What follows belongs to an exercise in optimizing a design on an open flow for small area; a production flow would make more cautious choices.
Function was checked by simulation only, so behaviour that the tests miss may differ from the original.
Power figures rest on the tool's default switching activity, not on a simulated workload.

wip/delta:
==> flow/design.v (excerpt) <==
module spi_ram #(
  parameter int MEM_DEPTH = 256,
  parameter int ADDR_SIZE = 8
) (
  input  logic       clk,
  input  logic       rst,
  input  logic [9:0] rx_data,
  input  logic       rx_valid,
  output logic [7:0] tx_data,
  output logic       tx_valid
);
Size in the first run: about 2100 flip-flops, roughly 22 I/O pins, roughly 67000 µm² of cells after synthesis.
clock: 4.0 ns
lec_check: 0
cap_margin: 5
core_margin: 2
core_utilization: 60
cts_buf_list: sky130_fd_sc_hd__clkbuf_16
cts_cluster_diameter: 80
cts_cluster_size: 24
setup_slack_margin: 0.3
slew_margin: 5
synth_hierarchical: 1
run.sh (not shown) runs the stock make flow with config.mk's settings and CLKGATE_MAP_FILE= SYNTH_SCRIPT=/design/flow/synth_recipe.tcl, a recipe that flattens the netlist after the stock synthesis.
Relative to wip/delta, the following input files were edited for wip/garnet:
- CAP_MARGIN changed from 5 to 20
- CTS_CLUSTER_SIZE changed from 24 to 20
- CTS_BUF_LIST changed from sky130_fd_sc_hd__clkbuf_16 to sky130_fd_sc_hd__clkbuf_8
- CTS_CLUSTER_DIAMETER changed from 80 to 45
- SLEW_MARGIN changed from 5 to 20
## What came out
On power: between wip/delta and wip/garnet, it ends up lower for wip/delta. | wire length after detailed routing | wip/garnet vs wip/delta | about 0.5% higher |. Of wip/delta and wip/garnet, wip/delta shows the lower maximum achievable frequency, with wip/garnet above it. Re initial core utilization: no difference whatsoever between wip/delta and wip/garnet. wip/garnet: share of power burned in the clock network higher than wip/delta. Taking wip/delta as the reference, in wip/garnet final cell count saw an increase, post-route cell area now sits higher, final critical-path share of the clock period shrank by 2.2 points, layout filler cell count moved down, multi-input logic portion of the cell area decreased by 0.66 points relative to the old numbers. The number of max-slew violations in the final report on wip/delta is in line with that on wip/garnet.
Setup changes, wip/garnet to wip/cedar
- CTS_CLUSTER_DIAMETER changed from 45 to 70
- CORE_UTILIZATION changed from 60 to 68
- CTS_BUF_LIST changed from sky130_fd_sc_hd__clkbuf_8 to sky130_fd_sc_hd__clkbuf_16
- CTS_CLUSTER_SIZE changed from 20 to 24
Notes after the runs:
- Measured against each other, wip/cedar and wip/garnet differ in global-route usage, the lower figure coming from wip/garnet.
- wip/cedar: power after layout 0.0011 W below wip/garnet
- Relative to wip/garnet, wip/cedar improves total detailed-routing wirelength.
- wip/garnet has higher area growth from synthesis to layout than wip/cedar.
- Compared with wip/garnet, wip/cedar shows a lower fraction of layout instances using a drive strength above 1.
- From wip/garnet to wip/cedar the numbers moved as follows: final instance area now sits lower, proportion of cell area occupied by registers increased by 0.70 points relative to the old numbers, total length of routed met3 wires increased 8.2%.
- Compare wip/cedar and wip/garnet | logic gate share of total power higher: wip/cedar
- Number of hold-repair buffers added at the cts stage: wip/garnet vs wip/cedar identical
- Clock power share in wip/cedar is 1.9 points below wip/garnet.
diff inputs: wip/cedar => wip/quartz
- swapping 70 for 80 in CTS_CLUSTER_DIAMETER
- swapping 68 for 60 in CORE_UTILIZATION
==> comparison <==
- Between wip/cedar and wip/quartz, the difference in number of enable flip-flop cells after synthesis is negligible.
- After detailed routing, wip/cedar needs less wire than wip/quartz.
- Count of cells along the worst register-to-register path ends up lower on wip/cedar.
- Critical path depth, wip/cedar and wip/quartz: larger value in wip/quartz
- In terms of buffer share of cell area, wip/quartz and wip/cedar differ only marginally.
- | synthesized area | wip/cedar vs wip/quartz | ≈ equal |
- Between wip/cedar and wip/quartz, later-pin clock latency in the skew report decreased.

## lane 2
Starting RTL as in the previous note.
clock: 4.0 ns
lec_check: 0
cap_margin: 20
core_margin: 2
core_utilization: 55
cts_buf_list: sky130_fd_sc_hd__clkbuf_16
cts_cluster_diameter: 70
cts_cluster_size: 30
setup_slack_margin: 0.2
slew_margin: 20
synth_hierarchical: 1
For lane 1, these inputs were changed with respect to lane 2:
Settings: changing CTS_CLUSTER_SIZE from 30 to 26; changing CTS_CLUSTER_DIAMETER from 70 to 100; changing CORE_UTILIZATION from 55 to 60; changing SETUP_SLACK_MARGIN from 0.2 to 0.3.
## What came out
- The higher sequential share of layout area came out of lane 1.
- Looking at detailed-route wire length on metal 1, lane 1 sits about 6.5% below lane 2.
- | die area | higher: lane 2 |

[re-timing with driven ports]
No port has a modelled driver above. Below, the same layouts with a new extraction and two added sets of constraints.
Step 1 assumes that a clkbuf_16 drives the clock port and a buf_2 every other input.
Step 2 adds t to the input delays and takes it off the output delays; t is the mean of the earliest and latest rising clock arrival at the registers after step 1. Input paths then give back, and output paths get back, about the clock's delay inside the block.
Slacks: ideal / step 1 / step 2; pairs: ideal / step 1.
run	t (ns)	setup WS [ns]	worst setup path after step 2	worst slew at a driven data input, ns
wip/delta	0.784	0.234 / 0.234 / -0.040	input to register	0.19
wip/garnet	0.977	0.323 / 0.323 / -0.025	input to register	0.17
wip/cedar	0.804	0.210 / 0.210 / 0.210	register to register	0.12
wip/quartz	0.784	0.234 / 0.234 / -0.040	input to register	0.19
lane 2	0.851	0.297 / 0.297 / 0.185	input to register	0.15
lane 1	0.796	0.288 / 0.288 / -0.045	input to register	0.17
Met with ideal ports but missed after step 2: setup timing in wip/delta, wip/garnet, wip/quartz and lane 1. For wip/garnet, which loses most, drivers alone change the setup slack by 0.000 ns; drivers and shift together by -0.348 ns.
